Source: an optimization exercise on an open RTL-to-GDS flow (aim: a short achievable clock period and few clock cycles per item). Production flows keep margins and buffers that such runs may drop. The RTL was checked by simulation tests, not by an equivalence proof against the original design. The flow treats the clock pin as an ideal source, which a real chip does not have. Power is estimated from default activity; no workload was simulated.

File: flow/constraint.sdc
create_clock -name core_clock -period 5.0 [get_ports {t_clk}]
set_input_delay 1.0000 -clock core_clock [delete_from_list [all_inputs] [get_ports {t_clk}]]
set_output_delay 1.0000 -clock core_clock [all_outputs]
set_load 0.01 [all_outputs]
File: flow/design.v
`default_nettype none
package instr_stream_pkg;
    localparam int DEF_IWIDTH = 32;
    localparam int DEF_DEPTH  = 64;
    localparam int DEF_LW     = 8;
    typedef enum logic [0:0] {
        ST_IDLE   = 1'b0,
        ST_STREAM = 1'b1
    } state_t;
    function automatic int addr_bits(input int depth);
        addr_bits = (depth > 1) ? $clog2(depth) : 1;
    endfunction
endpackage
`default_nettype wire
`default_nettype none
module instr_mem
#(
    parameter int    IWIDTH    = instr_stream_pkg::DEF_IWIDTH,
    parameter int    DEPTH     = instr_stream_pkg::DEF_DEPTH,
    parameter int    AW        = instr_stream_pkg::addr_bits(DEPTH)
) (
    input  wire logic              t_clk,
    input  wire logic              i_wr_en,
    input  wire logic [AW-1:0]     i_wr_addr,
    input  wire logic [IWIDTH-1:0] i_wr_data,
    input  wire logic [DEPTH-1:0]  i_rd_sel,
    output logic      [IWIDTH-1:0] o_rd_data
);
    logic [DEPTH-1:0][IWIDTH-1:0] r_mem;
    always_ff @(posedge t_clk) begin
        for (int i = 0; i < DEPTH; i++)
            if (i_wr_en && (i_wr_addr == AW'(i))) r_mem[i] <= i_wr_data;
    end
    always_comb begin
        o_rd_data = '0;
        for (int i = 0; i < DEPTH; i++)
            o_rd_data = o_rd_data | ({IWIDTH{i_rd_sel[i]}} & r_mem[i]);
    end
endmodule
`default_nettype wire
`default_nettype none
module instr_stream
#(
    parameter int    IWIDTH    = instr_stream_pkg::DEF_IWIDTH,
    parameter int    DEPTH     = instr_stream_pkg::DEF_DEPTH,
    parameter int    AW        = instr_stream_pkg::addr_bits(DEPTH),
    parameter int    LW        = instr_stream_pkg::DEF_LW
) (
    input  wire logic              t_clk,
    input  wire logic              t_rst,
    input  wire logic              t_i_req,
    input  wire logic [AW-1:0]     t_i_base,
    input  wire logic [LW-1:0]     t_i_len,
    input  wire logic              t_i_abort,
    input  wire logic              t_i_ready,
    output logic      [IWIDTH-1:0] t_o_instr,
    output logic                   t_o_valid,
    output logic                   t_o_last,
    output logic                   t_o_busy,
    output logic                   t_o_err,
    input  wire logic              t_i_wr_en,
    input  wire logic [AW-1:0]     t_i_wr_addr,
    input  wire logic [IWIDTH-1:0] t_i_wr_data
);
    logic              r_busy;
    logic              r_valid;
    logic              r_last;
    logic              r_err;
    logic [LW-1:0]     r_rem;     
    logic [DEPTH-1:0]  r_ptr;     
    logic [IWIDTH-1:0] r_out;
    logic              w_load;    
    logic [IWIDTH-1:0] w_rd_data;
    assign w_load = r_busy && (!r_valid || t_i_ready);
    instr_mem #(
        .IWIDTH    (IWIDTH),
        .DEPTH     (DEPTH),
        .AW        (AW)
    ) u_mem (
        .t_clk     (t_clk),
        .i_wr_en   (t_i_wr_en && !r_busy),
        .i_wr_addr (t_i_wr_addr),
        .i_wr_data (t_i_wr_data),
        .i_rd_sel  (r_ptr),
        .o_rd_data (w_rd_data)
    );
    always_ff @(posedge t_clk) begin
        if (w_load) r_out <= w_rd_data;
    end
    always_ff @(posedge t_clk) begin
        if (!r_busy) begin
            for (int i = 0; i < DEPTH; i++) r_ptr[i] <= (t_i_base == AW'(i));
            r_rem <= t_i_len;
        end else if (w_load) begin
            r_ptr <= {r_ptr[DEPTH-2:0], r_ptr[DEPTH-1]};
            r_rem <= r_rem - LW'(1);
        end
    end
    always_ff @(posedge t_clk or negedge t_rst) begin
        if (!t_rst) begin
            r_busy  <= 1'b0;
            r_valid <= 1'b0;
            r_last  <= 1'b0;
            r_err   <= 1'b0;
        end else begin
            r_err <= (!r_busy && t_i_req && (t_i_len == '0)) || (r_busy && t_i_wr_en);
            if (!r_busy) begin
                r_busy <= t_i_req && (t_i_len != '0);
            end else if (t_i_abort) begin
                r_busy  <= 1'b0;
                r_valid <= 1'b0;
            end else if (!r_valid || t_i_ready) begin
                if (r_valid && r_last) begin
                    r_busy  <= 1'b0;
                    r_valid <= 1'b0;
                end else begin
                    r_valid <= 1'b1;
                    r_last  <= (r_rem == LW'(1));
                end
            end
        end
    end
    assign t_o_instr = r_out;
    assign t_o_valid = r_valid;
    assign t_o_last  = r_last;
    assign t_o_busy  = r_busy;
    assign t_o_err   = r_err;
endmodule
`default_nettype wire
File: flow/config.mk
export PLATFORM = sky130hd
export DESIGN_NAME = instr_stream
export DESIGN_NICKNAME = instr_stream
export VERILOG_FILES = /design/flow/design.v
export SDC_FILE = /design/flow/constraint.sdc
export NUM_CORES = 4
export LEC_CHECK = 0
export ABC_CLOCK_PERIOD_IN_PS = 1500
export CAP_MARGIN = 20
export CORE_MARGIN = 2
export CORE_UTILIZATION = 40
export SETUP_SLACK_MARGIN = 2.7
export SLEW_MARGIN = 20
export TNS_END_PERCENT = 20
File: flow/flow/run.sh
#!/bin/bash
# Layout flow: the standard synthesis unchanged, then the standard ORFS
# steps with cell sizing not tied to footprints and stronger port buffers.
set -euo pipefail
bash standard.sh synth > synth.log 2>&1
bash standard.sh MATCH_CELL_FOOTPRINT=0 \
    "BUFFER_PORTS_ARGS=-buffer_cell sky130_fd_sc_hd__buf_8" \
    finish > layout.log 2>&1
File: flow/standard.sh
#!/bin/bash
# synth_recipe.tcl (not shown) runs the flow's synth.tcl, then flattens the netlist and writes it again
# the make line also repeats each setting of config.mk as NAME=value (left out here)
make -C /OpenROAD-flow-scripts/flow DESIGN_CONFIG=/design/flow/config.mk WORK_HOME=/design/flow/orfs CLKGATE_MAP_FILE= SYNTH_SCRIPT=/design/flow/synth_recipe.tcl "${@:-finish}"
==> results of run 1 <==
## layer usage
layer,vias up,routed length (um)
li1,17837,-
met1,23651,97170
met2,3321,119700
met3,544,33040
met4,10,12760
met5,-,73
## registers in the layout, summed over array words and instances, names as in the netlist
| register | cells |
|---|---|
| r_busy | 1 |
| r_err | 1 |
| r_last | 1 |
| r_out | 32 |
| r_ptr | 64 |
| r_rem | 8 |
| r_valid | 1 |
| u_mem.r_mem | 2048 |
## final timing paths
check | endpoint | startpoint | slack (ps) | depth (start not counted)
max | r_out[7]$_DFFE_PP_ | r_ptr[59]$_DFFE_PP_ | 1930 | 5
min | r_busy$_DFF_PN0_ | t_i_req | 430 | 2
max reg2reg | r_out[7]$_DFFE_PP_ | r_ptr[59]$_DFFE_PP_ | 1930 | 5
min reg2reg | r_ptr[59]$_DFFE_PP_ | r_ptr[58]$_DFFE_PP_ | 640 | 2
max in group asynchronous | r_busy$_DFF_PN0_ | t_rst | 4360 | 2
min in group asynchronous | r_err$_DFF_PN0_ | t_rst | 530 | 2
## critical path: stages (launching register included)
cell	delay (ps)
edfxtp_1	510
buf_12	220
a22o_1	220
a221oi_2	270
nand4_1	800
or4_1	760
## kinds of logic (layout without fill, tap and decap cells)
| group | Yosys count | count (layout) |
|---|---|---|
| multiplexers | 1 | 1 |
| AND/OR/NAND/NOR | 331 | 362 |
| XOR/XNOR | 5 | 5 |
| AO/OA/AOI/OAI | 1100 | 1100 |
| adder cells (fa/ha/maj) | 2 | 2 |
| flip-flops | 2156 | 2156 |
| buffers and inverters | 281 | 873 |
| other | 0 | 15 |
## metrics by stage
stage	setup slack (ps)	hold WS [ps]
4_1_cts	2101	383.2
5_1_grt	1990	406.3
3_5_place_dp	1181	568.9
3_3_place_gp	1130	552.7
6_report	1927	429.1
2_1_floorplan	2202	593.0
## area by class of cell
type	count	area [um2]
antenna	15	37.54
clock buffer	267	5533
clock inverter	129	1225
inverter	5	22.52
timing repair buffer	472	5408
multi-input combinational	1470	14040
tap	2526	3161
fill	15493	98830
sequential	2156	64730
## power by group through the flow
stage | registers (uW) | clock network, uW | logic [uW]
3_3_place_gp | 20800 | 0 | 5650
2_1_floorplan | 20500 | 0 | 2700
6_report | 20300 | 15600 | 7040
4_1_cts | 20300 | 15700 | 6610
5_1_grt | 20300 | 16400 | 7050
3_5_place_dp | 20800 | 0 | 5670
## placed cells by master, fill, tap and decap left out, types with 9 or more instances in the layout
cell type,instances
a221oi_1,322
a221oi_2,143
a221oi_4,47
a22o_1,544
a22o_4,9
buf_12,57
buf_4,259
buf_6,36
buf_8,99
bufinv_16,15
clkbuf_1,54
clkbuf_16,224
clkinv_1,59
clkinv_2,31
diode_2,15
edfxtp_1,2152
nand2_1,35
nand4_1,131
nor2_1,17
nor2_2,14
nor2_4,80
o21ai_0,23
or4_1,26
## what timing repair did
item	CTS	global route
buffers inserted	149	86
endpoints found under the hold margin	4	0
pin swaps	130	77
endpoints found under the setup margin	2242	1822
resized for setup	285	82
hold buffers	1	0
cloned	34	11
==> impl_metrics.tcl, run 1 <==
set metrics [dict create \
    status "no timing/DRC/antenna violations" \
    p_clk_share_pct 36.4 \
    synth_top_family_by_area "compound AO/OA/AOI/OAI gates" \
    swShare_pct 28.05 \
    rsz0062_at_grt "true" \
    final_nets 4378 \
    synth_area_leaders "edfxtp_1, a22o_1, a221oi_1" \
    grt_max_degree 65 \
    core_area_mm2 0.1930 \
    clk-insertion-delay-late_ps 870 \
    use_met2_pct 39.01 \
    use_met1_pct 34.10 \
    die_area_mm2 0.1982 \
    drt-initial-drc-count 7523 \
    period_share_pct 61.45 \
    antenna_found_initial 27 \
    setup-tns-final_ps 0 \
    synth.most_common_cell "edfxtp_1" \
    crit_type "flop to flop" \
    cts_buffers 213 \
    dr_total_vias 45363 \
    synth_top_area_share_pct 82.98 \
    first_global_vias 42102 \
    path_max_fanout 16 \
    synth-xor-area-share_pct 0.05623 \
    finalHoldViolations 0 \
    p_switching_uw 12030 \
    gr-total-overflow 0 \
    required_ps 5590 \
    power_frac_comb_pct 16.4 \
    p_per_area_mw_per_mm2 455.7 \
    first_pass_iters 8 \
    grt_use_met3_pct 7.375 \
    synth-adder-area-share_pct 0.03213 \
    cts_root_buf "clkbuf_16" \
    synth-compound-area-share_pct 12.29 \
    busiest_layer "met2" \
    postPlaceCellArea_mm2 0.08227 \
    final_layout_size_suffix_gt1_share_pct 23.92 \
    slew_violations 0 \
    clk_path_buf_depth 3 \
    relSlewSlack_pct 24.46 \
    synth_flop_cell "edfxtp_1" \
    drcViolationCount 0 \
    die_w_um 445.2 \
    min_period_ps 3073 \
    power_uw 42910 \
    cts_sinks 2156 \
    gp_congestion 0.9612 \
    yosysSeqAreaShare_pct 83.11 \
    areaGrowthSynthToFinish_pct 20.90 \
    worst_hold_path_type "input pin to flop" \
    grtUsageTotal_pct 25.54 \
    ys_ff_latch 2156 \
    cp-start-kind "flop" \
    port_buffers 93 \
    synth_warnings 2 \
    finalNonFillerCells 7040 \
    ios 94 \
    die_h_um 445.2 \
    via_per_inst 6.444 \
    power.leakage_uw 0.02957 \
    synthesis.area_mm2 0.07788 \
    peakVddDrop_mv 0.3186 \
    seq_power_share_pct 47.2 \
    yosysUniqueCellTypes 43 \
    num_rows 161 \
    synthTopCellsByCount "edfxtp_1, a22o_1, a221oi_1, clkbuf_1, nand4_1" \
    synth_simple_gate_area_share_pct 2.302 \
    tritoncts "yes" \
    synth_edf_count 2152 \
    ctsHtreeMaxLevel 4 \
    fin_skew_ps 51.72 \
    antenna_left 0 \
    synthCells 3876 \
    final_area_mm2 0.09415 \
    fin_util_pct 48.79 \
    async_flop_share_pct 0.1855 \
    synth.avg_cell_area_um2 20.09 \
    final-setup-viol-count 0 \
    synth_area_leader_cell "edfxtp_1" \
    post_drt_wl_per_cell_um 37.32 \
    dp.cells 6346 \
    routed_wl_mm 262.7 \
    path_clk_slew_ps 60 \
    crit_path_end_kind "flop" \
    start_util_pct 40.35 \
    critPathArrivalTime_ps 3660 \
    syn-num-nets 3936 \
    fmax_mhz 325.5 \
    grt_pass1_wl_mm 350.5 \
    intPower_uw 30870 \
    dp_hpwl_mm 151.7 \
    max_cap_violations 0 \
    worstMarginPinSlew_ps 1124 \
    synthMuxAreaShare_pct 0.01446 \
]
Testbench counts, summed over its fixed seeds: cycles 20,017, beats 14,238.
==> run 2: changes to the inputs <==
==> flow/flow/run.sh (replaced) <==
#!/bin/bash
# Layout flow: the standard synthesis unchanged, then the standard ORFS
# steps with cell sizing not tied to footprints, stronger port buffers, and a
# greedy gate-sizing pass on the worst setup paths after clock tree synthesis.
set -euo pipefail
here=$(pwd)
bash standard.sh synth > synth.log 2>&1
bash standard.sh MATCH_CELL_FOOTPRINT=0 \
    "BUFFER_PORTS_ARGS=-buffer_cell sky130_fd_sc_hd__buf_8" \
    "POST_CTS_TCL=$here/flow/post_cts.tcl" SIZER_ITERS=300 \
    finish > layout.log 2>&1
==> flow/flow/post_cts.tcl (new file) <==
# POST_CTS hook: size cells on the worst setup paths, then legalize again.
source [file join [file dirname [info script]] sizer.tcl]
log_cmd estimate_parasitics -placement
sz_run [expr {[info exists ::env(SIZER_ITERS)] ? $::env(SIZER_ITERS) : 300}]
detailed_placement
check_placement -verbose
log_cmd estimate_parasitics -placement
report_worst_slack -max
==> flow/flow/sizer.tcl (new file) <==
# Greedy path sizer: repeatedly takes the worst setup path and swaps the one
# cell on it (another drive strength of the same function) that helps most.
proc sz_alts {ref} {
  if {![regexp {^(sky130_fd_sc_hd__[a-z0-9]+)_([0-9]+)$} $ref -> base sz]} { return {} }
  if {[regexp {clkbuf|clkinv|dlygate|dlymetal|clkdly|probe|lpflow|conb|tap|fill|decap|diode} $base]} { return {} }
  set res {}
  foreach c [get_lib_cells ${base}_*] {
    set n [get_name $c]
    if {[regexp "^${base}_\[0-9\]+\$" $n] && $n ne $ref} { lappend res $n }
  }
  return $res
}
proc sz_reest {inst} {
  foreach pin [get_pins -of_objects $inst] {
    set net [get_nets -quiet -of_objects $pin]
    if {$net ne ""} { est::estimate_parasitic_net $net }
  }
}
proc sz_swap {inst cell} {
  replace_cell $inst $cell
  sz_reest $inst
}
proc sz_endpoint_slack {pin} {
  set pe [lindex [find_timing_paths -path_delay max -to $pin -group_path_count 1] 0]
  return [expr {[$pe slack] * 1e9}]
}
proc sz_wns {} {
  set pe [lindex [find_timing_paths -path_delay max -group_path_count 1 -sort_by_slack] 0]
  return [expr {[$pe slack] * 1e9}]
}
proc sz_run {iters} {
  set t0 [clock seconds]
  for {set it 0} {$it < $iters} {incr it} {
    set pe [lindex [find_timing_paths -path_delay max -group_path_count 1 -sort_by_slack] 0]
    set s0 [expr {[$pe slack] * 1e9}]
    set ep [$pe pin]
    set insts {}
    array unset seen
    foreach pin [[$pe path] pins] {
      set inst [$pin instance]
      if {$inst eq "NULL" || $inst eq ""} continue
      set n [get_full_name $inst]
      if {![info exists seen($n)]} { set seen($n) 1; lappend insts $inst }
    }
    set best_s $s0; set best_i ""; set best_c ""
    foreach inst $insts {
      set n [get_full_name $inst]
      set cur [get_property $inst ref_name]
      foreach alt [sz_alts $cur] {
        sz_swap $inst $alt
        set s [sz_endpoint_slack $ep]
        if {$s > $best_s + 0.001} {
          if {[sz_wns] >= [expr {min($s0, $s)} - 0.0005]} { set best_s $s; set best_i $inst; set best_c $alt }
        }
        sz_swap $inst $cur
      }
    }
    if {$best_i eq ""} { puts "sizer: no move at iter $it, wns [format %.3f $s0]"; break }
    sz_swap $best_i $best_c
    if {$it % 10 == 0} { puts "sizer: iter $it wns [format %.3f $s0] -> endpoint [format %.3f $best_s] ([get_full_name $best_i] -> $best_c) [expr [clock seconds]-$t0]s" }
  }
  puts "sizer: final wns [format %.3f [sz_wns]]"
}
--- a/flow/config.mk
+++ b/flow/config.mk
@@ -8,7 +8,8 @@
 export ABC_CLOCK_PERIOD_IN_PS = 1500
 export CAP_MARGIN = 20
 export CORE_MARGIN = 2
-export CORE_UTILIZATION = 40
-export SETUP_SLACK_MARGIN = 2.7
+export CORE_UTILIZATION = 60
+export PLACE_DENSITY = 0.8
+export SETUP_SLACK_MARGIN = 2.5
 export SLEW_MARGIN = 20
-export TNS_END_PERCENT = 20
+export TNS_END_PERCENT = 5
==> impl_metrics.tcl, run 2 <==
set metrics [dict create \
    grtUsageTotal_pct 35.48 \
    synth_flop_cell "edfxtp_1" \
    r2r_cells 5 \
    rsz0062_at_grt "true" \
    clk-insertion-delay-late_ps 860 \
    first_global_vias 41608 \
    synth_area_leader_cell "edfxtp_1" \
    synth_top_area_share_pct 82.98 \
    core_area_mm2 0.1292 \
    worst_hold_path_type "input pin to flop" \
    synth.avg_cell_area_um2 20.09 \
    tritoncts "yes" \
    drcViolationCount 0 \
    routed_wl_mm 247.9 \
    final_nets 4116 \
    dp.cells 5510 \
    grt_max_degree 73 \
    regMostFlops "u_mem.r_mem" \
    crit_type "flop to flop" \
    via_per_inst 7.693 \
    hold_depth 3 \
    areaGrowthSynthToFinish_pct 16.89 \
    ys_ff_latch 2156 \
    ios 94 \
    fin_util_pct 70.48 \
    die_h_um 364.3 \
    multiInputGateArea_mm2 0.01455 \
    cts_sinks 2156 \
    drt-initial-drc-count 9537 \
    worstMarginPinSlew_ps 1331 \
    layout_common_cells "edfxtp_1, a22o_1, a221oi_1, clkbuf_16, a221oi_2" \
    path_max_fanout 33 \
    first_pass_iters 9 \
    synth_edf_count 2152 \
    fillers 7041 \
    gr-total-overflow 0 \
    syn-num-nets 3936 \
    final_layout_size_suffix_gt1_share_pct 20.96 \
    setup-tns-final_ps 0 \
    fmax_mhz 337.8 \
    num_rows 132 \
    synth_warnings 2 \
    mostFrequentLayoutCell "edfxtp_1" \
    crit_path_end_kind "flop" \
    p_per_area_mw_per_mm2 466.2 \
    critPathArrivalTime_ps 3540 \
    grt_pass1_wl_mm 323.0 \
    yosysSeqAreaShare_pct 83.11 \
    register_area_mm2 0.06472 \
    die_area_mm2 0.1327 \
    dp_hpwl_mm 134.9 \
    slew_violations 0 \
    yosysUniqueCellTypes 43 \
    period_share_pct 59.21 \
    start_util_pct 60.30 \
    gp_congestion 1.021 \
    power.leakage_uw 0.02828 \
    crit_path_start "r_ptr[20]$_DFFE_PP_" \
    finalNonFillerCells 5976 \
    required_ps 5580 \
    min_period_ps 2961 \
    status "no timing/DRC/antenna violations" \
    reg2reg_from "r_ptr[20]$_DFFE_PP_" \
    async_flop_share_pct 0.1855 \
    synthTopCellsByCount "edfxtp_1, a22o_1, a221oi_1, clkbuf_1, nand4_1" \
    die_w_um 364.3 \
    final-setup-viol-count 0 \
    antenna_found_initial 25 \
    synthCells 3876 \
    cp-start-kind "flop" \
    dr_total_vias 45975 \
    synth_area_leaders "edfxtp_1, a22o_1, a221oi_1" \
    port_buffers 93 \
    peakVddDrop_mv 0.4856 \
    path_clk_slew_ps 70 \
    largest_register_ffs 2048 \
    largestRegisters "u_mem.r_mem x2048, r_ptr x64, r_out x32" \
    power_uw 42440 \
    synthesis.area_mm2 0.07788 \
    finalHoldViolations 0 \
    synth.most_common_cell "edfxtp_1" \
    relSlewSlack_pct 10.60 \
    antenna_left 0 \
    fin_skew_ps 41.89 \
    post_drt_wl_per_cell_um 41.49 \
    hold_start "t_i_wr_en" \
    max_cap_violations 0 \
]
==> run 2: cell count changes in the layout (fill, tap and decap cells not counted), moves of 15 or more <==
cell	before	now
clkinv_1	59	44
buf_4	259	97
nand4_1	131	91
nand4_4	0	25
nand4_2	0	15
a221oi_4	47	63
buf_12	57	13
nor2_4	80	64
==> run 2: stage by stage <==
| step | setup slack [ps] | instance area [um2] | hold WS, ps |
|---|---|---|---|
| finish | 2039 | 91030 | 393.6 |
| floorplan | 2187 | 78350 | 593.0 |
| detailed placement | 1484 | 80830 | 552.9 |
| global placement | 1499 | 80830 | 548.7 |
| global route | 2096 | 91000 | 424.6 |
==> run 2: worst max-delay path, stage by stage, from the launching register on <==
cell and delay (ps):
edfxtp_1 440, buf_6 230, a22o_1 270, a221oi_1 980, nand4_1 170, or4_1 580
==> run 2: cell type report <==
cell class	instances	area share, %
Antenna cell	12	0.03299
Clock buffer	238	5.585
Clock inverter	126	1.364
Inverter	5	0.02062
Multi-Input combinational cell	1439	15.98
Sequential cell	2156	71.10
Tap cell	1742	2.394
Timing Repair Buffer	258	3.519
==> run 2: report_power, final <==
group,switching [uW],total (uW),internal (uW)
clock network,6780,15100,8270
logic,5010,7160,2150
registers,134,20200,20100
==> run 2: worst paths after layout <==
kind	end	slack, ps
min reg2reg	r_ptr[13]$_DFFE_PP_	620
min	r_err$_DFF_PN0_	390
max in group asynchronous	r_busy$_DFF_PN0_	4380
max reg2reg	r_out[14]$_DFFE_PP_	2040
max	r_out[14]$_DFFE_PP_	2040
min in group asynchronous	r_busy$_DFF_PN0_	520
==> run 2: cell families after synthesis <==
group	synth area share [%]
AO/OA/AOI/OAI	12.29
flip-flops	83.11
XOR/XNOR	0.05624
adder cells (fa/ha/maj)	0.03213
AND/OR/NAND/NOR	2.302
multiplexers	0.01446
buffers and inverters	2.198
==> run 2: layer usage <==
| metal | wire, um | share of wire, % | GRT usage, % | vias up |
|---|---|---|---|---|
| li1 | - | - | - | 17235 |
| met1 | 79670 | 32 | 47.81 | 22896 |
| met2 | 109000 | 44 | 51.01 | 4971 |
| met3 | 41630 | 17 | 12.86 | 851 |
| met4 | 17280 | 7.0 | 18.91 | 22 |
| met5 | 349 | 0.14 | 0 | - |
==> run 3: changes to the inputs <==
==> flow/flow/post_cts.tcl (replaced) <==
# POST_CTS hook: more setup repair passes with rising margins, then a greedy
# sizing pass on the worst setup paths, then legalize again.
source [file join [file dirname [info script]] sizer.tcl]
log_cmd estimate_parasitics -placement
report_worst_slack -max
foreach m {2.3 2.5 2.7 2.9} {
  log_cmd repair_timing -setup -setup_margin $m -repair_tns 5 -max_passes 200
  log_cmd estimate_parasitics -placement
  report_worst_slack -max
}
sz_run [expr {[info exists ::env(SIZER_ITERS)] ? $::env(SIZER_ITERS) : 300}]
detailed_placement
check_placement -verbose
log_cmd estimate_parasitics -placement
report_worst_slack -max
==> impl_metrics.tcl, run 3 <==
set metrics [dict create \
    status "no timing/DRC/antenna violations" \
    fmax_mhz 336.2 \
    drt-initial-drc-count 9331 \
    min_period_ps 2974 \
    fin_skew_ps 34.13 \
    largestRegisters "u_mem.r_mem x2048, r_ptr x64, r_out x32" \
    tritoncts "yes" \
    final_layout_size_suffix_gt1_share_pct 20.76 \
    cp-start-kind "flop" \
    max_cap_violations 0 \
    gp_congestion 1.021 \
    setup-tns-final_ps 0 \
    synth_area_leader_cell "edfxtp_1" \
    die_area_mm2 0.1327 \
    period_share_pct 59.49 \
    finalHoldViolations 0 \
    worstMarginPinSlew_ps 1416 \
    synth.avg_cell_area_um2 20.09 \
    mostFrequentLayoutCell "edfxtp_1" \
    largest_register_ffs 2048 \
    peakVddDrop_mv 0.5113 \
    intPower_uw 30440 \
    postPlaceCellArea_mm2 0.08083 \
    synth_warnings 2 \
    yosysUniqueCellTypes 43 \
    async_flop_share_pct 0.1855 \
    clk-insertion-delay-late_ps 850 \
    finalNonFillerCells 6013 \
    synth_flop_cell "edfxtp_1" \
    synth_edf_count 2152 \
    fin_util_pct 70.47 \
    required_ps 5570 \
    worst_hold_path_type "input pin to flop" \
    critical-path-top-delay-family "simple AND/OR/NAND/NOR gates" \
    antenna_left 0 \
    synthesis.area_mm2 0.07788 \
    cpMaxStageDelayCell "a221oi_1" \
    critPathBufInv 1 \
    synth_top_area_share_pct 82.98 \
    max_stage_delay_ps 750 \
    syn-num-nets 3936 \
    seq_power_share_pct 47.9 \
    first_pass_iters 6 \
    routed_wl_mm 247.0 \
    path_max_fanout 32 \
    p_per_area_mw_per_mm2 464.4 \
    grt_max_degree 73 \
    synth_area_leaders "edfxtp_1, a22o_1, a221oi_1" \
    areaGrowthSynthToFinish_pct 16.87 \
    setup_ws_ps 2026 \
    antenna_found_initial 18 \
    gr-total-overflow 0 \
    dr_total_vias 45624 \
    final_nets 4147 \
    crit_type "flop to flop" \
    dp.cells 5510 \
    grtUsageTotal_pct 36.13 \
    core_area_mm2 0.1292 \
    final-setup-viol-count 0 \
    post_drt_wl_per_cell_um 41.07 \
    yosysSeqAreaShare_pct 83.11 \
    via_per_inst 7.588 \
    die_h_um 364.3 \
    power_frac_comb_pct 16.5 \
    ys_ff_latch 2156 \
    drcViolationCount 0 \
    num_rows 132 \
    synthTopCellsByCount "edfxtp_1, a22o_1, a221oi_1, clkbuf_1, nand4_1" \
    swShare_pct 27.98 \
    first_global_vias 41939 \
    cts_sinks 2156 \
    relSlewSlack_pct 4.904 \
    power.leakage_uw 0.02833 \
    final_area_mm2 0.09101 \
    crit_path_end_kind "flop" \
    dp_hpwl_mm 134.9 \
    critPathArrivalTime_ps 3540 \
    path_clk_slew_ps 70 \
    regMostFlops "u_mem.r_mem" \
    rsz0062_at_grt "true" \
    slew_violations 0 \
    pre_cts_ws_ps 1484 \
    synthCells 3876 \
    start_util_pct 60.30 \
    path_cells "buf_4 > a221oi_1 > nand4_2 > or4_1" \
    p_clk_share_pct 35.6 \
    layout_common_cells "edfxtp_1, a22o_1, a221oi_1, clkbuf_16, buf_4" \
    port_buffers 93 \
    synth.most_common_cell "edfxtp_1" \
    p_switching_uw 11830 \
    ios 94 \
    die_w_um 364.3 \
    grt_pass1_wl_mm 328.4 \
]
[run 3: cell counts after synthesis]
Identical to the previous run, type by type.
[run 3: power groups by stage]
stage	combinational, uW	sequential, uW	clock (uW)
floorplan	2690	20500	0
finish	6970	20200	15100
detailed placement	5360	20600	0
global placement	5280	20600	0
global route	6900	20200	15600
[run 3: logic make-up (layout without fill, tap and decap cells)]
logic type / count (synthesis) / in the layout / share of synthesized area, %
flip-flops: 2156 / 2156 / 83.11
AO/OA/AOI/OAI: 1100 / 1100 / 12.29
AND/OR/NAND/NOR: 331 / 343 / 2.302
buffers and inverters: 281 / 646 / 2.198
XOR/XNOR: 5 / 5 / 0.05624
adder cells (fa/ha/maj): 2 / 2 / 0.03213
multiplexers: 1 / 1 / 0.01446
other: 0 / 18 / 0
[run 3: worst paths after layout]
path,startpoint,to,slack (ps),cells past startpoint
max,r_ptr[21]$_DFFE_PP_,r_out[11]$_DFFE_PP_,2030,4
min,t_i_wr_en,r_err$_DFF_PN0_,380,3
max reg2reg,r_ptr[21]$_DFFE_PP_,r_out[11]$_DFFE_PP_,2030,4
min reg2reg,r_ptr[12]$_DFFE_PP_,r_ptr[13]$_DFFE_PP_,580,2
max in group asynchronous,t_rst,r_busy$_DFF_PN0_,4400,2
min in group asynchronous,t_rst,r_busy$_DFF_PN0_,500,2
[run 3: cell type report]
class	count	area [um2]
sequential	2156	64720
fill	7074	38140
multi-input combinational	1451	14280
clock buffer	238	5084
timing repair buffer	277	3442
tap	1742	2180
clock inverter	126	1241
antenna	18	45.04
inverter	5	18.77
[run 3: worst reg2reg max path, stage by stage (launching register included)]
cell and delay [ps]:
edfxtp_1 500, buf_4 320, a221oi_1 780, nand4_2 490, or4_1 620
[run 3: per-stage QoR]
| stage | hold WS (ps) | power, uW |
|---|---|---|
| after floorplan | 593.0 | 23220 |
| after global placement | 548.7 | 25920 |
| after detailed placement | 552.9 | 26010 |
| after global routing | 414.3 | 42730 |
| final | 379.0 | 42260 |
[run 3: layer usage]
| metal | track usage [%] | wire length, um | part of all wire, % |
|---|---|---|---|
| met5 | 0 | 173 | 0.070 |
| met4 | 19.21 | 17180 | 7.0 |
| met3 | 13.49 | 41070 | 17 |
| met2 | 52.34 | 108500 | 44 |
| met1 | 48.08 | 80000 | 32 |
==> run 4: changes to the inputs <==
--- a/flow/design.v
+++ b/flow/design.v
@@ -62,39 +62,56 @@
     input  wire logic [AW-1:0]     t_i_wr_addr,
     input  wire logic [IWIDTH-1:0] t_i_wr_data
 );
-    logic              r_busy;
-    logic              r_valid;
-    logic              r_last;
+    logic              r_busy;    
+    logic              r_idle;    
+    logic              r_valid;   
+    logic              r_last;    
     logic              r_err;
     logic [LW-1:0]     r_rem;     
-    logic [DEPTH-1:0]  r_ptr;     
+    logic [DEPTH-1:0]  r_nxt;     
     logic [IWIDTH-1:0] r_out;
-    logic              w_load;    
+    logic              w_accept;
+    logic              w_hit;
+    logic              w_take;
+    logic              w_busy_d;
+    logic [DEPTH-1:0]  w_dec;
+    logic [DEPTH-1:0]  w_sel;
     logic [IWIDTH-1:0] w_rd_data;
-    assign w_load = r_busy && (!r_valid || t_i_ready);
+    always_comb begin
+        for (int i = 0; i < DEPTH; i++) begin
+            w_dec[i] = (t_i_base == AW'(i));
+            w_sel[i] = r_idle ? w_dec[i] :
+                       w_take ? r_nxt[i] : r_nxt[(i + 1) % DEPTH];
+        end
+    end
+    assign w_accept = r_idle && t_i_req && (t_i_len != '0);
+    assign w_take   = r_valid && t_i_ready;
+    assign w_hit    = t_i_wr_en && (t_i_wr_addr == t_i_base);
     instr_mem #(
         .IWIDTH    (IWIDTH),
         .DEPTH     (DEPTH),
         .AW        (AW)
     ) u_mem (
         .t_clk     (t_clk),
-        .i_wr_en   (t_i_wr_en && !r_busy),
+        .i_wr_en   (t_i_wr_en && r_idle),
         .i_wr_addr (t_i_wr_addr),
         .i_wr_data (t_i_wr_data),
-        .i_rd_sel  (r_ptr),
+        .i_rd_sel  (w_sel),
         .o_rd_data (w_rd_data)
     );
     always_ff @(posedge t_clk) begin
-        if (w_load) r_out <= w_rd_data;
+        r_out <= w_rd_data;
     end
     always_ff @(posedge t_clk) begin
-        if (!r_busy) begin
-            for (int i = 0; i < DEPTH; i++) r_ptr[i] <= (t_i_base == AW'(i));
-            r_rem <= t_i_len;
-        end else if (w_load) begin
-            r_ptr <= {r_ptr[DEPTH-2:0], r_ptr[DEPTH-1]};
-            r_rem <= r_rem - LW'(1);
+        if (r_idle || w_take) begin
+            r_nxt <= {w_sel[DEPTH-2:0], w_sel[DEPTH-1]};   
+            r_rem <= (r_idle ? t_i_len : r_rem) - LW'(1);
         end
+    end
+    always_comb begin
+        if (r_idle)         w_busy_d = w_accept;
+        else if (t_i_abort) w_busy_d = 1'b0;
+        else                w_busy_d = !(w_take && r_last);
     end
     always_ff @(posedge t_clk or negedge t_rst) begin
         if (!t_rst) begin
@@ -103,22 +120,15 @@
             r_last  <= 1'b0;
             r_err   <= 1'b0;
         end else begin
-            r_err <= (!r_busy && t_i_req && (t_i_len == '0)) || (r_busy && t_i_wr_en);
-            if (!r_busy) begin
-                r_busy <= t_i_req && (t_i_len != '0);
-            end else if (t_i_abort) begin
-                r_busy  <= 1'b0;
-                r_valid <= 1'b0;
-            end else if (!r_valid || t_i_ready) begin
-                if (r_valid && r_last) begin
-                    r_busy  <= 1'b0;
-                    r_valid <= 1'b0;
-                end else begin
-                    r_valid <= 1'b1;
-                    r_last  <= (r_rem == LW'(1));
-                end
-            end
+            r_busy  <= w_busy_d;
+            r_valid <= w_busy_d && !(r_idle && w_hit);
+            r_err   <= (r_idle && t_i_req && (t_i_len == '0)) || (!r_idle && t_i_wr_en);
+            if (r_idle)      r_last <= (t_i_len == LW'(1));
+            else if (w_take) r_last <= (r_rem == LW'(1));
         end
+    end
+    always_ff @(posedge t_clk) begin
+        r_idle <= !(t_rst && w_busy_d);
     end
     assign t_o_instr = r_out;
     assign t_o_valid = r_valid;
--- a/flow/config.mk
+++ b/flow/config.mk
@@ -8,8 +8,8 @@
 export ABC_CLOCK_PERIOD_IN_PS = 1500
 export CAP_MARGIN = 20
 export CORE_MARGIN = 2
-export CORE_UTILIZATION = 60
-export PLACE_DENSITY = 0.8
+export CORE_UTILIZATION = 50
+export PLACE_DENSITY = 0.7
 export SETUP_SLACK_MARGIN = 2.5
 export SLEW_MARGIN = 20
 export TNS_END_PERCENT = 5
==> impl_metrics.tcl, run 4 <==
set metrics [dict create \
    grt_max_degree 65 \
    yosysUniqueCellTypes 40 \
    peakVddDrop_mv 0.4049 \
    period_share_pct 59.90 \
    synth.most_common_cell "edfxtp_1" \
    synth_warnings 2 \
    post_drt_wl_per_cell_um 36.75 \
    grtUsageTotal_pct 36.81 \
    largestRegisters "u_mem.r_mem x2048, r_nxt x64, r_out x32" \
    start_util_pct 50.41 \
    port_buffers 93 \
    die_h_um 411.9 \
    synthTopCellsByCount "edfxtp_1, o21ai_0, nand4_1, clkbuf_1, o21ai_1" \
    drt-initial-drc-count 13516 \
    path_max_fanout 7 \
    final_nets 6383 \
    clk-insertion-delay-late_ps 900 \
    worstMarginPinSlew_ps 1333 \
    relSlewSlack_pct 10.30 \
    synth.avg_cell_area_um2 14.53 \
    p_per_area_mw_per_mm2 386.5 \
    synth_area_leaders "edfxtp_1, o21ai_0, nand4_1" \
    ys_ff_latch 2157 \
    largest_register_ffs 2048 \
    hold-worst-slack_ps 388.8 \
    status "no timing/DRC/antenna violations" \
    first_global_vias 57412 \
    gr-total-overflow 0 \
    max_stage_delay_ps 630 \
    dp.cells 7922 \
    routed_wl_mm 319.6 \
    finalHoldViolations 0 \
    synthesis.area_mm2 0.08317 \
    tritoncts "yes" \
    fin_skew_ps 64.02 \
    fin_util_pct 62.59 \
    num_rows 149 \
    final_layout_size_suffix_gt1_share_pct 24.92 \
    final-setup-viol-count 0 \
    via_per_inst 7.188 \
    core_area_mm2 0.1650 \
    dp_hpwl_mm 171.0 \
    layout_common_cells "edfxtp_1, o21ai_0, nand4_1, buf_4, o21ai_1" \
    grt_pass1_wl_mm 437.5 \
    r2r_slack_ps 2010 \
    async_flop_share_pct 0.1854 \
    fmax_mhz 333.9 \
    cpMaxStageDelayCell "nor4_4" \
    max_cap_violations 0 \
    required_ps 5710 \
    gp_congestion 0.9719 \
    die_w_um 411.9 \
    antenna_found_initial 24 \
    areaGrowthSynthToFinish_pct 24.17 \
    path_cells "buf_12 > buf_8 > buf_6 > nand3b_4 > buf_12 > buf_12 > buf_12 > nor2_4 > buf_6 > clkbuf_16 > o21ai_1 > nand4_1 > nor4_4 > nand4_1" \
    critical-path-top-delay-family "simple AND/OR/NAND/NOR gates" \
    synthCells 5723 \
    die_area_mm2 0.1696 \
    synth_edf_count 2120 \
    first_pass_iters 7 \
    power.leakage_uw 0.03360 \
    regMostFlops "u_mem.r_mem" \
    dr_total_vias 62510 \
    synth_top_area_share_pct 76.54 \
    mostFrequentLayoutCell "edfxtp_1" \
    setup_ws_ps 2005 \
    syn-num-nets 5783 \
    yosysSeqAreaShare_pct 77.46 \
    worst_hold_path_type "input pin to flop" \
    synth_area_leader_cell "edfxtp_1" \
    path_clk_slew_ps 60 \
    cpMostUsedCell "buf_12" \
    critPathBufInv 8 \
    drcViolationCount 0 \
    synth_flop_cell "edfxtp_1" \
    cp-start-kind "flop" \
    min_period_ps 2995 \
    slew_violations 0 \
    finalNonFillerCells 8696 \
    antenna_left 0 \
    cts_sinks 2157 \
    critPathArrivalTime_ps 3710 \
    pre_cts_ws_ps 649.0 \
    rsz0062_at_grt "true" \
    ios 94 \
    crit_path_end_kind "flop" \
    crit_type "flop to flop" \
]
## run 4: cell count changes after synthesis, sizes merged, moves of 125 or more
| cell | previous run | this run |
|---|---|---|
| nor4 | 5 | 130 |
| nand4 | 131 | 547 |
| clkbuf | 162 | 349 |
| o21ai | 23 | 2049 |
| a221oi | 512 | 0 |
| a22o | 556 | 0 |
## run 4: area by class of cell
cell class	instances	area [um2]
repair buffers	768	8481
clock buffers	271	5513
clock inverters	108	1111
well taps	2189	2739
diodes	15	37.54
inverters	4	15.01
flip-flops and latches	2157	64480
multi-input cells	3184	20890
fillers	11314	61720
## run 4: cells by family after synthesis
group | share of synthesized area (%)
XOR/XNOR | 0.1369
AO/OA/AOI/OAI | 12.40
AND/OR/NAND/NOR | 7.159
buffers and inverters | 1.971
flip-flops | 77.46
multiplexers | 0.8424
adder cells (fa/ha/maj) | 0.03008
## run 4: final timing paths
path | startpoint | end | cells after the start
worst max-delay path | r_idle$_DFF_P_ | r_out[4]$_DFF_P_ | 14
worst min-delay path | t_i_req | r_err$_DFF_PN0_ | 3
worst max register to register | r_idle$_DFF_P_ | r_out[4]$_DFF_P_ | 14
worst min register to register | u_mem.r_mem[76]$_DFFE_PP_ | r_out[12]$_DFF_P_ | 4
max in group asynchronous | t_rst | r_valid$_DFF_PN0_ | 2
min in group asynchronous | t_rst | r_valid$_DFF_PN0_ | 2
## run 4: where the power goes
group	leakage (uW)	internal [uW]	total [uW]	switching (uW)
Clock	0.00321	8620	15500	6920
Combinational	0.0108	1350	3980	2630
Sequential	0.0196	20100	20400	304
## run 4: metrics by stage
step           total power [uW]  cell area, um2  TNS (ps)
2_1_floorplan             21460           83730         0
3_3_place_gp              23710           89470    -517.8
3_5_place_dp              23810           89800         0
5_1_grt                   40470          103200         0
6_report                  39920          103300         0
## run 4: tightest hold or removal path, stage by stage
cell	delay [ps]
buf_8	90
nand2_1	60
o22ai_1	60
## run 4: routing by layer
metal  wire length, um  up-vias  global-route usage (%)  share of wire (%)
li1                  -    24060                       -                  -
met4             25940       26                   23.54                8.1
met2            133400     6620                   51.86                 42
met5               306        -                       0              0.096
met3             58050     1386                   16.09                 18
met1            101900    30418                   46.46                 32
Testbench counts of run 4, summed over its fixed seeds: cycles 17,657, beats 14,238.
==> run 5: changes to the inputs <==
--- a/flow/design.v
+++ b/flow/design.v
@@ -77,11 +77,17 @@
     logic [DEPTH-1:0]  w_dec;
     logic [DEPTH-1:0]  w_sel;
     logic [IWIDTH-1:0] w_rd_data;
+    localparam int HB = AW / 2;
+    logic [(1<<HB)-1:0]      w_dec_lo;
+    logic [(1<<(AW-HB))-1:0] w_dec_hi;
     always_comb begin
+        for (int j = 0; j < (1 << HB); j++)
+            w_dec_lo[j] = (t_i_base[HB-1:0] == HB'(j));
+        for (int k = 0; k < (1 << (AW - HB)); k++)
+            w_dec_hi[k] = r_idle && (t_i_base[AW-1:HB] == (AW-HB)'(k));
         for (int i = 0; i < DEPTH; i++) begin
-            w_dec[i] = (t_i_base == AW'(i));
-            w_sel[i] = r_idle ? w_dec[i] :
-                       w_take ? r_nxt[i] : r_nxt[(i + 1) % DEPTH];
+            w_dec[i] = w_dec_hi[i >> HB] && w_dec_lo[i % (1 << HB)];
+            w_sel[i] = w_dec[i] || (w_take ? r_nxt[i] : r_nxt[(i + 1) % DEPTH]);
         end
     end
     assign w_accept = r_idle && t_i_req && (t_i_len != '0);
@@ -103,10 +109,13 @@
         r_out <= w_rd_data;
     end
     always_ff @(posedge t_clk) begin
-        if (r_idle || w_take) begin
-            r_nxt <= {w_sel[DEPTH-2:0], w_sel[DEPTH-1]};   
-            r_rem <= (r_idle ? t_i_len : r_rem) - LW'(1);
-        end
+        if (r_idle || w_take) r_rem <= (r_idle ? t_i_len : r_rem) - LW'(1);
+    end
+    always_ff @(posedge t_clk or negedge t_rst) begin
+        if (!t_rst)         r_nxt <= '0;
+        else if (!w_busy_d) r_nxt <= '0;
+        else if (r_idle)    r_nxt <= {w_dec[DEPTH-2:0], w_dec[DEPTH-1]};
+        else if (w_take)    r_nxt <= {r_nxt[DEPTH-2:0], r_nxt[DEPTH-1]};
     end
     always_comb begin
         if (r_idle)         w_busy_d = w_accept;
==> impl_metrics.tcl, run 5 <==
set metrics [dict create \
    status "no timing/DRC/antenna violations" \
    setup-tns-final_ps 0 \
    regMostFlops "u_mem.r_mem" \
    synth-xor-area-share_pct 0.1556 \
    synth_top_area_share_pct 78.36 \
    ys_ff_latch 2157 \
    clk-insertion-delay-late_ps 860 \
    fmax_mhz 326.0 \
    crit_type "flop to flop" \
    synthesis.area_mm2 0.07879 \
    synthCells 4241 \
    synth_top_family_by_area "compound AO/OA/AOI/OAI gates" \
    synth.avg_cell_area_um2 18.58 \
    rsz0062_at_grt "true" \
    num_rows 145 \
    final_area_mm2 0.09605 \
    dp_hpwl_mm 133.2 \
    max_stage_delay_ps 500 \
    first_pass_iters 10 \
    port_buffers 93 \
    postPlaceCellArea_mm2 0.08443 \
    synth_area_leaders "edfxtp_1, a22o_1, a22oi_1" \
    cpMaxStageDelayCell "dfrtp_2" \
    layout_common_cells "edfxtp_1, a22o_1, buf_4, a22oi_1" \
    synth_area_leader_cell "edfxtp_1" \
    slew_violations 0 \
    grt_max_degree 71 \
    final-setup-viol-count 0 \
    worstMarginPinSlew_ps 1227 \
    reg2reg_from "r_valid$_DFF_PN0_" \
    finalHoldViolations 0 \
    synthMuxAreaShare_pct 0.3557 \
    yosysSeqAreaShare_pct 81.36 \
    peakVddDrop_mv 0.3623 \
    largest_register_ffs 2048 \
    grt_pass1_wl_mm 350.2 \
    first_global_vias 45817 \
    final_layout_size_suffix_gt1_share_pct 25.12 \
    via_per_inst 6.869 \
    cp-start-kind "flop" \
    worst_hold_path_type "input pin to asynchronous set/reset pin" \
    core_area_mm2 0.1564 \
    ios 94 \
    synth_edf_count 2056 \
    routed_wl_mm 252.2 \
    synth_warnings 2 \
    tritoncts "yes" \
    grtUsageTotal_pct 30.89 \
    post_drt_wl_per_cell_um 36.01 \
    async_flop_share_pct 3.153 \
    cpMostUsedCell "buf_6" \
    areaGrowthSynthToFinish_pct 21.92 \
    crit_path_end_kind "flop" \
    antenna_found_initial 11 \
    gr-total-overflow 0 \
    min_period_ps 3068 \
    synth-compound-area-share_pct 12.50 \
    power.leakage_uw 0.03107 \
    max_cap_violations 0 \
    synth.most_common_cell "edfxtp_1" \
    cts_sinks 2157 \
    synth-adder-area-share_pct 0.03176 \
    die_w_um 401.0 \
    r2r_slack_ps 1930 \
    die_h_um 401.0 \
    start_util_pct 50.38 \
    reg2reg_to "r_out[7]$_DFF_P_" \
    gp_congestion 0.9526 \
    path_clk_slew_ps 60 \
    mostFrequentLayoutCell "edfxtp_1" \
    antenna_left 0 \
    r2r_cells 11 \
    drt-initial-drc-count 8613 \
    drcViolationCount 0 \
    synth_simple_gate_area_share_pct 3.946 \
    largestRegisters "u_mem.r_mem x2048, r_nxt x64, r_out x32" \
    syn-num-nets 4301 \
    critPathArrivalTime_ps 3770 \
    path_max_fanout 7 \
    synthTopCellsByCount "edfxtp_1, a22o_1, a22oi_1, a221oi_1, clkbuf_1" \
    yosysUniqueCellTypes 59 \
    relSlewSlack_pct 18.14 \
    die_area_mm2 0.1608 \
    p_per_area_mw_per_mm2 391.7 \
    final_nets 4827 \
    fin_util_pct 61.42 \
    synth_flop_cell "edfxtp_1" \
    required_ps 5700 \
    path_cells "buf_6 > clkbuf_16 > and3_4 > a221o_1 > buf_6 > buf_8 > a22oi_2 > nand4_1 > nor4_4 > buf_6 > nand4_1" \
    fin_skew_ps 26.43 \
    dr_total_vias 48099 \
    period_share_pct 61.36 \
]
run 5: cell count changes after synthesis, moves of 159 or more:
cell	delta
o21ai_0	-1870
clkbuf_1	-162
a221oi_1	+256
o21ai_1	-159
nand4_1	-448
a22o_1	+416
a22oi_1	+320
run 5: how the worst max path moves through the flow:
stage | depth (start not counted) | to | slack (ps) | start
floorplan | 3 | u_mem.r_mem[1024]$_DFFE_PP_ | 2100 | t_i_wr_addr[4]
global placement | 8 | r_out[6]$_DFF_P_ | 270 | t_i_ready
detailed placement | 10 | r_out[10]$_DFF_P_ | 270 | t_i_ready
global route | 12 | r_out[11]$_DFF_P_ | 1970 | r_valid$_DFF_PN0_
finish | 11 | r_out[7]$_DFF_P_ | 1930 | r_valid$_DFF_PN0_
run 5: cells by family (layout without fill, tap and decap cells):
logic type,count (synthesis),after routing
simple gates,555,557
mux,28,28
fa+ha+maj,2,2
xor+xnor,14,14
buf+inv,283,960
other cells,0,4
compound gates,1202,1222
flops,2157,2157
run 5: area by class of cell:
class                   instances  area (um2)
diodes                          4       10.01
clock inverters               119        1174
flip-flops and latches       2157       64140
inverters                      18       67.56
repair buffers                563        6499
fillers                     10595       60340
well taps                    2058        2575
multi-input cells            1823       16160
clock buffers                 260        5428
run 5: per-stage QoR:
step | power, uW | instances | setup WS [ps] | hold WS (ps)
6_report | 37630 | 7002 | 1932 | 110.0
5_1_grt | 38380 | 6998 | 1968 | 149.0
3_5_place_dp | 22260 | 6350 | 267.7 | 565.2
3_3_place_gp | 22230 | 6341 | 270.4 | 566.5
2_1_floorplan | 20940 | 4241 | 2099 | 517.0
run 5: worst max-delay path: cells and delay by family, from the launching register on:
kind | cells | cell delay (ps)
and+or+nand+nor | 4 | 1080
AOI/OAI and AO/OA | 2 | 500
DFF | 1 | 500
buffers and inverters | 5 | 820
run 5: metal layers:
metal  vias to the layer above  GRT usage (%)  routed length, um
li1                      19177              -                  -
met4                         4          17.09              16310
met3                       671          10.30              37400
met1                     24322          41.78              89710
met2                      3925          44.25             108700
met5                         -              0                 22
run 5: power breakdown:
group	switching [uW]	internal, uW	total, uW
clock network	6670	8670	15300
logic	1380	778	2160
registers	191	19900	20100
Testbench counts of run 5, summed over its fixed seeds: cycles 17,657, beats 14,238.
==> run 6: changes to the inputs <==
--- a/flow/design.v
+++ b/flow/design.v
@@ -65,6 +65,7 @@
     logic              r_busy;    
     logic              r_idle;    
     logic              r_valid;   
+    logic              r_vt;      
     logic              r_last;    
     logic              r_err;
     logic [LW-1:0]     r_rem;     
@@ -91,7 +92,7 @@
         end
     end
     assign w_accept = r_idle && t_i_req && (t_i_len != '0);
-    assign w_take   = r_valid && t_i_ready;
+    assign w_take   = r_vt && t_i_ready;
     assign w_hit    = t_i_wr_en && (t_i_wr_addr == t_i_base);
     instr_mem #(
         .IWIDTH    (IWIDTH),
@@ -138,6 +139,7 @@
     end
     always_ff @(posedge t_clk) begin
         r_idle <= !(t_rst && w_busy_d);
+        r_vt   <= t_rst && w_busy_d && !(r_idle && w_hit);
     end
     assign t_o_instr = r_out;
     assign t_o_valid = r_valid;
--- a/flow/config.mk
+++ b/flow/config.mk
@@ -8,8 +8,8 @@
 export ABC_CLOCK_PERIOD_IN_PS = 1500
 export CAP_MARGIN = 20
 export CORE_MARGIN = 2
-export CORE_UTILIZATION = 50
-export PLACE_DENSITY = 0.7
+export CORE_UTILIZATION = 60
+export PLACE_DENSITY = 0.8
 export SETUP_SLACK_MARGIN = 2.5
 export SLEW_MARGIN = 20
 export TNS_END_PERCENT = 5
==> impl_metrics.tcl, run 6 <==
set metrics [dict create \
    drcViolationCount 0 \
    cpMaxStageDelayCell "nor4_4" \
    synthCells 4243 \
    grt_pass1_wl_mm 370.0 \
    slew_violations 0 \
    synth_area_leader_cell "edfxtp_1" \
    core_area_mm2 0.1310 \
    finalHoldViolations 0 \
    fin_skew_ps 69.20 \
    gp_congestion 1.007 \
    synthTopCellsByCount "edfxtp_1, a22o_1, a22oi_1, a221oi_1, clkbuf_1" \
    p_per_area_mw_per_mm2 389.5 \
    reg2reg_from "r_vt$_DFF_P_" \
    reg2reg_to "r_out[6]$_DFF_P_" \
    min_period_ps 3140 \
    layout_common_cells "edfxtp_1, a22o_1, buf_4, a22oi_1, a221oi_1" \
    synth_edf_count 2056 \
    drt-initial-drc-count 11570 \
    areaGrowthSynthToFinish_pct 21.32 \
    antenna_found_initial 19 \
    hold-worst-slack_ps 56.27 \
    p_clk_share_pct 40.0 \
    ios 94 \
    yosysUniqueCellTypes 60 \
    syn-num-nets 4303 \
    max_stage_delay_ps 850 \
    grt_use_met3_pct 16.14 \
    synth_top_area_share_pct 78.21 \
    pre_cts_ws_ps 26.68 \
    num_rows 133 \
    cts_sinks 2158 \
    max_cap_violations 0 \
    swShare_pct 22.68 \
    busiest_layer "met2" \
    required_ps 5670 \
    first_pass_iters 17 \
    setup_ws_ps 1860 \
    rsz0062_at_grt "true" \
    use_met1_pct 48.96 \
    largest_register_ffs 2048 \
    grtUsageTotal_pct 39.35 \
    r2r_cells 9 \
    antenna_left 0 \
    routed_wl_mm 273.0 \
    async_flop_share_pct 3.151 \
    dp_hpwl_mm 134.5 \
    intPower_uw 28840 \
    post_drt_wl_per_cell_um 40.52 \
    yosysSeqAreaShare_pct 81.23 \
    synthesis.area_mm2 0.07894 \
    die_w_um 366.7 \
    first_global_vias 48807 \
    final-setup-viol-count 0 \
    regMostFlops "u_mem.r_mem" \
    worstMarginPinSlew_ps 1299 \
    power_frac_comb_pct 5.9 \
    mostFrequentLayoutCell "edfxtp_1" \
    synth_warnings 2 \
    ys_ff_latch 2158 \
    clk-insertion-delay-late_ps 870 \
    gr-total-overflow 0 \
    path_clk_slew_ps 60 \
    synth_flop_cell "edfxtp_1" \
    largestRegisters "u_mem.r_mem x2048, r_nxt x64, r_out x32" \
    status "no timing/DRC/antenna violations" \
    final_nets 4867 \
    path_cells "buf_8 > and3b_1 > a221o_4 > buf_12 > a22oi_2 > nand4_1 > nor4_4 > nand4_2" \
    use_met2_pct 57.29 \
    die_h_um 366.7 \
    seq_power_share_pct 54.1 \
    tritoncts "yes" \
    synth_area_leaders "edfxtp_1, a22o_1, a22oi_1" \
    synth.most_common_cell "edfxtp_1" \
    period_share_pct 62.80 \
    fillers 6763 \
    crit_type "input pin to flop" \
    port_buffers 93 \
    start_util_pct 60.27 \
    worst_hold_path_type "input pin to asynchronous set/reset pin" \
    dr_total_vias 51715 \
    cp-start-kind "input pin" \
    setup-tns-final_ps 0 \
    via_per_inst 7.675 \
    fmax_mhz 318.5 \
    peakVddDrop_mv 0.4827 \
    final_layout_size_suffix_gt1_share_pct 25.75 \
    crit_path_end_kind "flop" \
    path_max_fanout 17 \
    relSlewSlack_pct 12.63 \
    power.leakage_uw 0.03125 \
    die_area_mm2 0.1345 \
    critPathArrivalTime_ps 3810 \
    p_switching_uw 8460 \
    synth.avg_cell_area_um2 18.60 \
    r2r_slack_ps 1870 \
    grt_max_degree 71 \
]
[run 6: layout make-up]
cell class                      instances  area [um2]  area share (%)
Tap cell                             1755        2196           2.293
Sequential cell                      2158       64140           66.97
Antenna cell                           12       30.03         0.03136
Clock inverter                        103       975.9           1.019
Timing Repair Buffer                  612        6673           6.968
Clock buffer                          259        5274           5.507
Multi-Input combinational cell       1821       16410           17.14
Inverter                               18       67.56         0.07055
[run 6: kinds of logic (layout without fill, tap and decap cells)]
group	count (synthesis)	count (layout)	synth area share (%)
muxes	28	28	0.3551
xor gates and xnor gates	14	14	0.1553
other	0	12	0
and+or+nand+nor	556	567	4.185
AOI/OAI and AO/OA	1202	1210	12.47
DFF	2158	2158	81.23
adders and majority gates	2	2	0.03170
buffers and inverters	283	992	1.572
[run 6: stage by stage]
stage | instances | power (uW) | util (%) | area (um2)
5_1_grt | 6730 | 37830 | 73.11 | 95750
2_1_floorplan | 4243 | 20940 | - | 79490
6_report | 6738 | 37300 | 73.12 | 95770
3_3_place_gp | 6048 | 22220 | 64.17 | 84030
3_5_place_dp | 6050 | 22250 | 64.23 | 84110
[run 6: power groups by stage]
stage,clock network (uW),registers [uW],logic (uW)
2_1_floorplan,0,20400,537
3_3_place_gp,0,20500,1680
3_5_place_dp,0,20500,1720
5_1_grt,15500,20200,2200
6_report,14900,20200,2210
[run 6: worst max path at each step]
stage	end	cells past startpoint	from
floorplan	u_mem.r_mem[1024]$_DFFE_PP_	3	t_i_wr_addr[4]
global placement	r_out[8]$_DFF_P_	9	t_i_ready
detailed placement	r_out[24]$_DFF_P_	10	t_i_ready
global route	r_out[8]$_DFF_P_	13	r_vt$_DFF_P_
finish	r_out[17]$_DFF_P_	8	t_i_base[0]
[run 6: worst max-delay path: cells and delay by family]
family          cells  cell delay (ps)
compound gates      2              760
buf+inv             2              320
simple gates        4             1690
[run 6: metal layers]
layer	part of all wire (%)	vias up
li1	-	19187
met1	31	25411
met2	43	5677
met3	17	1416
met4	8.7	24
met5	0.18	-
Testbench counts of run 6, summed over its fixed seeds: cycles 17,657, beats 14,238.

## port drivers added, routing unchanged
How much do the figures lean on ideal ports? The routed layouts below were timed once more, with nothing changed but the port constraints.
Step 1: set_driving_cell puts a clkbuf_16 on t_clk and a buf_2 on each other input, an assumption about the parent block.
Step 2 times the ports against the registers' clock, not the clock port: input delays grow and output delays shrink by t, the midpoint of the rising clock arrivals with the driver on.
a / b / c = ideal ports / drivers / drivers and shift; a / b = the first two.
run	shift t [ns]	slack for setup (ns)	worst slew at a driven data input, ns	cell pins on the clock port's net
run 1	0.927	1.927 / 1.927 / 1.404	0.20	1
run 2	0.918	2.039 / 2.039 / 1.294	0.18	1
run 3	0.911	2.026 / 2.026 / 1.157	0.16	1
run 4	0.952	2.005 / 2.005 / 1.110	0.21	1
run 5	0.927	1.932 / 1.921 / 0.994	0.21	1
run 6	0.925	1.860 / 1.747 / 0.822	0.20	1
After both steps every run listed still meets setup and hold. The setup slack of run 6, which loses most, moves by -0.113 ns with the drivers and by -1.038 ns with both steps.
